This design comes from an exercise in tuning for small area on the open sky130 flow, not from production work.
At most, simulation tests tie the RTL to the original design; equivalence was not proved.
Power figures rest on the tool's default switching activity, not on a simulated workload.

Setup of juniper:
==> flow/design.v (excerpt) <==
module du_dump_top #(
    parameter int CLKS_PER_BIT = 16
) (
    input  logic                     clk,
    input  logic                     i_rst,
    input  logic                     i_rx,
    output logic                     o_tx,
    input  logic [du_pkg::NB_PC-1:0] i_pc,
    input  logic                     i_rf_wr_en,
    input  logic [du_pkg::NB_REG_ADDR-1:0] i_rf_wr_addr,
    input  logic [du_pkg::NB_REG-1:0]      i_rf_wr_data,
    output logic                     o_busy,
    output logic                     o_dump_done
);
Size in the first run: roughly 3000 cells after synthesis, ~0.034 sq mm of cells after synthesis.
clock: 6.0 ns
lec_check: 0
cap_margin: 20
core_margin: 2
core_utilization: 75
cts_buf_list: sky130_fd_sc_hd__clkbuf_4 sky130_fd_sc_hd__clkbuf_8
cts_cluster_diameter: 40
cts_cluster_size: 16
place_density: 0.85
slew_margin: 20
standard.sh (not shown) runs the stock make flow with config.mk's settings and CLKGATE_MAP_FILE= SYNTH_SCRIPT=/design/flow/synth_recipe.tcl, a recipe that flattens the netlist after the stock synthesis.
==> flow/flow/run.sh <==
#!/bin/bash
# The standard layout, with the port buffers made of the smallest buffer
# cell instead of the one buffer_ports picks by itself. Each step's full
# output is in orfs/logs/ as usual; what standard.sh prints goes to
# standard.log here.
set -euo pipefail
export BUFFER_PORTS_ARGS="-buffer_cell sky130_fd_sc_hd__buf_1"
bash standard.sh finish > standard.log 2>&1
Here is what was changed in the inputs of willow compared with juniper.
Settings: CTS_CLUSTER_SIZE: 16 -> 20; CTS_CLUSTER_DIAMETER: 40 -> 50; CTS_BUF_LIST: sky130_fd_sc_hd__clkbuf_4 sky130_fd_sc_hd__clkbuf_8 -> sky130_fd_sc_hd__clkbuf_8.
[summary]
Every run in the comparison, willow and juniper, completed the flow with a clean layout. [willow] first-pass GRT wire length fell 7.6 mm relative to juniper. Any difference in combinational power between juniper and willow is small enough to ignore. Compared with juniper, in willow clock period minus worst slack fell by 0.038 ns, clock latency at the later pin of the worst-skew pair shrank by 0.04 ns, via count now sits lower, worst reg-to-reg setup slack up 0.05 ns, slew at the pin closest to its max-slew limit lower. Between juniper and willow, core utilization decreased. Taking juniper as the reference, in willow total routed wirelength now sits lower; setup slack went up by 0.038 ns; portion of total power attributed to combinational logic picked up an extra 0.8 points.
The inputs of sierra differ from those of willow as listed below.
==> flow/run.sh (new file) <==
#!/bin/bash
# synth_recipe.tcl (not shown) runs the flow's synth.tcl, then flattens the netlist and writes it again
# the make line also repeats each setting of config.mk as NAME=value (left out here)
make -C /OpenROAD-flow-scripts/flow DESIGN_CONFIG=/design/flow/config.mk WORK_HOME=/design/flow/orfs CLKGATE_MAP_FILE= SYNTH_SCRIPT=/design/flow/synth_recipe.tcl finish
removed: flow/flow/run.sh
removed: flow/standard.sh
Notes after the runs:
- sierra vs willow: iteration-0 DRC count of the detailed router down by a few percent
- Delta (sierra minus willow): worst hold slack after final layout saw an increase, net switching fraction of the power saw little to no change.
- willow and sierra ended up with roughly the same final cell count.
- Relative to willow, the summed area of non-filler cells in the final layout of sierra is higher by 440 sq um.
- Residual antenna-violating net count after detailed routing essentially unchanged between sierra and willow.
- Diff sierra..willow | detailed-route wire length | negligible
Input changes introduced in tundra (baseline for comparison: sierra):
Settings: changing CTS_BUF_LIST from sky130_fd_sc_hd__clkbuf_8 to sky130_fd_sc_hd__clkbuf_16; changing CTS_CLUSTER_SIZE from 20 to 30; changing CORE_UTILIZATION from 75 to 60; changing CTS_CLUSTER_DIAMETER from 50 to 60; changing PLACE_DENSITY from 0.85 to 0.7.
==> flow/flow/run.sh (new file) <==
#!/bin/bash
# The standard layout, with the port buffers made of the smallest buffer
# cell instead of the one buffer_ports picks by itself. Each step's full
# output is in orfs/logs/ as usual; what standard.sh prints goes to
# standard.log here.
set -euo pipefail
export BUFFER_PORTS_ARGS="-buffer_cell sky130_fd_sc_hd__buf_1"
bash standard.sh finish > standard.log 2>&1
==> flow/standard.sh (new file) <==
#!/bin/bash
# synth_recipe.tcl (not shown) runs the flow's synth.tcl, then flattens the netlist and writes it again
# the make line also repeats each setting of config.mk as NAME=value (left out here)
make -C /OpenROAD-flow-scripts/flow DESIGN_CONFIG=/design/flow/config.mk WORK_HOME=/design/flow/orfs CLKGATE_MAP_FILE= SYNTH_SCRIPT=/design/flow/synth_recipe.tcl "${@:-finish}"
removed: flow/run.sh
--- outcome ---
Changes observed in tundra relative to sierra: insertion delay to the later sink of the worst-skew pair lost 0.06 ns; tap cell count picked up an extra 26%; data arrival time of the critical path picked up an extra 1.38 ns.
Compared to sierra, tundra has routability congestion estimate from global placement 1.2% higher.
Footprint of the multi-input gates came out exactly the same in tundra and sierra.
Total power was lower in sierra than in tundra.
For sierra, the critical path endpoint was o_busy, unlike tundra, where it was i_cpu_regfile.sel_n_q[0].
| largest net degree at the start of global routing | tundra vs sierra | 25% higher |
Measured against each other, tundra and sierra differ in setup slack, the lower figure coming from sierra.
tundra ends up with a total die area that is 25% higher than in sierra.
Diff sierra -> tundra | power density relative to cell area | increase of about 4%

* * *

du_dump_top again, from the RTL that the note above started with.
clock: 6.0 ns
lec_check: 0
cap_margin: 20
core_margin: 2
core_utilization: 60
cts_buf_list: sky130_fd_sc_hd__clkbuf_16
cts_cluster_diameter: 60
cts_cluster_size: 30
place_density: 0.7
slew_margin: 20
run.sh (not shown) runs the stock make flow with config.mk's settings and CLKGATE_MAP_FILE= SYNTH_SCRIPT=/design/flow/synth_recipe.tcl, a recipe that flattens the netlist after the stock synthesis.
Stock flow here: none of the scripts above is used.
Then changed:
==> flow/flow/run.sh (new file) <==
#!/bin/bash
# The standard layout, with the port buffers made of the smallest buffer
# cell instead of the one buffer_ports picks by itself. Each step's full
# output is in orfs/logs/ as usual; what standard.sh prints goes to
# standard.log here.
set -euo pipefail
export BUFFER_PORTS_ARGS="-buffer_cell sky130_fd_sc_hd__buf_1"
bash standard.sh finish > standard.log 2>&1
==> flow/standard.sh (new file) <==
#!/bin/bash
# synth_recipe.tcl (not shown) runs the flow's synth.tcl, then flattens the netlist and writes it again
# the make line also repeats each setting of config.mk as NAME=value (left out here)
make -C /OpenROAD-flow-scripts/flow DESIGN_CONFIG=/design/flow/config.mk WORK_HOME=/design/flow/orfs CLKGATE_MAP_FILE= SYNTH_SCRIPT=/design/flow/synth_recipe.tcl "${@:-finish}"
--- a/flow/config.mk
+++ b/flow/config.mk
@@ -10 +10 @@
-export CORE_UTILIZATION = 60
+export CORE_UTILIZATION = 75
@@ -12 +12 @@
-export CTS_CLUSTER_DIAMETER = 60
+export CTS_CLUSTER_DIAMETER = 50
@@ -14 +14 @@
-export PLACE_DENSITY = 0.7
+export PLACE_DENSITY = 0.85
removed: flow/run.sh
- clock power grows by 9.7%
- total power grows by 3.2%
- die area shrinks by 20%
- setup slack improves by 330 ps
- utilization grows by 16 points
- final area shrinks by 0.69%
- global-route usage grows by 9.7 points
- via count grows by 6.9%
Then changed:
==> flow/run.sh (new file) <==
#!/bin/bash
# synth_recipe.tcl (not shown) runs the flow's synth.tcl, then flattens the netlist and writes it again
# the make line also repeats each setting of config.mk as NAME=value (left out here)
make -C /OpenROAD-flow-scripts/flow DESIGN_CONFIG=/design/flow/config.mk WORK_HOME=/design/flow/orfs CLKGATE_MAP_FILE= SYNTH_SCRIPT=/design/flow/synth_recipe.tcl finish
--- a/flow/config.mk
+++ b/flow/config.mk
@@ -10,2 +10,2 @@
-export CORE_UTILIZATION = 75
-export CTS_BUF_LIST = sky130_fd_sc_hd__clkbuf_16
+export CORE_UTILIZATION = 60
+export CTS_BUF_LIST = sky130_fd_sc_hd__clkbuf_8
@@ -13,2 +13,2 @@
-export CTS_CLUSTER_SIZE = 30
-export PLACE_DENSITY = 0.85
+export CTS_CLUSTER_SIZE = 20
+export PLACE_DENSITY = 0.7
removed: flow/flow/run.sh
removed: flow/standard.sh
After rerunning: The changed run completed with no timing, DRC or antenna violations; synthesized area is unchanged; core utilization is lower by 16 points; design area barely changes; setup slack gets worse by 380 ps; count of clock-buffer cells in the layout rose by 21; via count is lower by 5.6%.

* * *

Another version of the RTL of du_dump_top (not shown whole).
Size in the first run: about 3000 cells after synthesis, roughly 1200 flip-flops, roughly 76 I/O pins, ~35000 um2 of cells after synthesis.
## du_dump_top
module du_dump_top #(
    parameter int CLKS_PER_BIT = 16
) (
    input  logic                     clk,
    input  logic                     i_rst,
    input  logic                     i_rx,
    output logic                     o_tx,
    input  logic [du_pkg::NB_PC-1:0] i_pc,
    input  logic                     i_rf_wr_en,
    input  logic [du_pkg::NB_REG_ADDR-1:0] i_rf_wr_addr,
    input  logic [du_pkg::NB_REG-1:0]      i_rf_wr_data,
    output logic                     o_busy,
    output logic                     o_dump_done
);
clock: 6.0 ns
lec_check: 0
cap_margin: 20
core_margin: 2
core_utilization: 60
cts_buf_list: sky130_fd_sc_hd__clkbuf_16
cts_cluster_diameter: 45
cts_cluster_size: 20
place_density: 0.7
slew_margin: 20
Stock flow here: none of the scripts above is used.
Edit:
CTS_CLUSTER_DIAMETER = 60   (was 45)
CTS_CLUSTER_SIZE = 30   (was 20)
Effect: Core utilization is lower by 2.8 points; clock power decreases by 33%; power falls by about 13%.
No functional check of the RTL was part of any run of this note.

* * *

== xenon ==
du_dump_top, a different RTL version from the one above (not shown whole).
Size: roughly 2900 cells after synthesis, ~1100 flip-flops, ~76 I/O pins.
make LEC_CHECK=0 CAP_MARGIN=20 CORE_MARGIN=2 CORE_UTILIZATION=60 CTS_BUF_LIST=sky130_fd_sc_hd__clkbuf_4 CTS_CLUSTER_SIZE=20 PLACE_DENSITY=0.7 SLEW_MARGIN=20 finish   # period 6.0 ns
Per the final summary, xenon finished and its layout is clean on timing, DRC and antenna.
Input-level comparison between fjord and xenon:
-- flow/config.mk --
<<< xenon, line 10
export CORE_UTILIZATION = 60
export CTS_BUF_LIST = sky130_fd_sc_hd__clkbuf_4
export CTS_CLUSTER_SIZE = 20
export PLACE_DENSITY = 0.7
>>> fjord, line 10
export CORE_UTILIZATION = 40
export CTS_BUF_LIST = sky130_fd_sc_hd__clkbuf_8
export CTS_CLUSTER_SIZE = 30
export PLACE_DENSITY = 0.6
Notes after the runs:
- Changes observed in fjord relative to xenon: switching power increased 3.6%, part of the power in the clock network increased 1.5 points, global-route usage shrank by 8.5 points, synthesized net count has remained practically unchanged.
Function was not checked in any run of this note: the RTL went through the layout flow alone.

-- afterwards: timing with drivers on the ports --
How much do the figures lean on ideal ports? The routed layouts below were timed once more, with nothing changed but the port constraints.
Step 1: set_driving_cell puts a clkbuf_16 on clk and a buf_2 on each other input, an assumption about the parent block.
Step 2 moves the port delays by t, midway between the first and last clock arrival at a register: inputs arrive t later, outputs are due t later. That takes back most of the time a late clock gives input paths.
Slacks: ideal / step 1 / step 2; pairs: ideal / step 1.
| run | shift t [ns] | slack for setup (ns) | clock arrival spread, ns | worst register clock-pin slew, ns | pins driven straight from the clock port |
|---|---|---|---|---|---|
| juniper | 0.792 | 1.830 / 1.775 / 1.585 | 0.042 / 0.042 | 0.10 / 0.10 | 1 |
| willow | 0.746 | 1.869 / 1.813 / 1.612 | 0.072 / 0.072 | 0.12 / 0.12 | 1 |
| sierra | 0.738 | 1.524 / 1.468 / 1.295 | 0.058 / 0.057 | 0.12 / 0.12 | 1 |
| tundra | 0.696 | 1.817 / 1.817 / 1.548 | 0.036 / 0.036 | 0.11 / 0.11 | 1 |
| the first run of note 2 | 0.708 | 1.502 / 1.438 / 1.272 | 0.035 / 0.035 | 0.11 / 0.11 | 1 |
| the second run of note 2 | 0.720 | 1.836 / 1.775 / 1.632 | 0.041 / 0.041 | 0.11 / 0.11 | 1 |
| the third run of note 2 | 0.762 | 1.461 / 1.398 / 1.275 | 0.042 / 0.041 | 0.12 / 0.12 | 1 |
| the first run of note 3 | 0.724 | 1.627 / 1.559 / 1.246 | 0.033 / 0.033 | 0.08 / 0.08 | 1 |
| the second run of note 3 | 0.715 | 1.662 / 1.594 / 1.305 | 0.052 / 0.052 | 0.11 / 0.11 | 1 |
| xenon | 1.143 | 0.986 / 0.924 / 1.512 | 0.084 / 0.083 | 0.08 / 0.08 | 1 |
| fjord | 0.885 | 1.291 / 1.228 / 1.470 | 0.044 / 0.044 | 0.07 / 0.07 | 1 |
After both steps setup and hold are still met in every run listed. The setup slack of the first run of note 3, which loses most, moves by -0.068 ns with the drivers and by -0.381 ns with both steps.
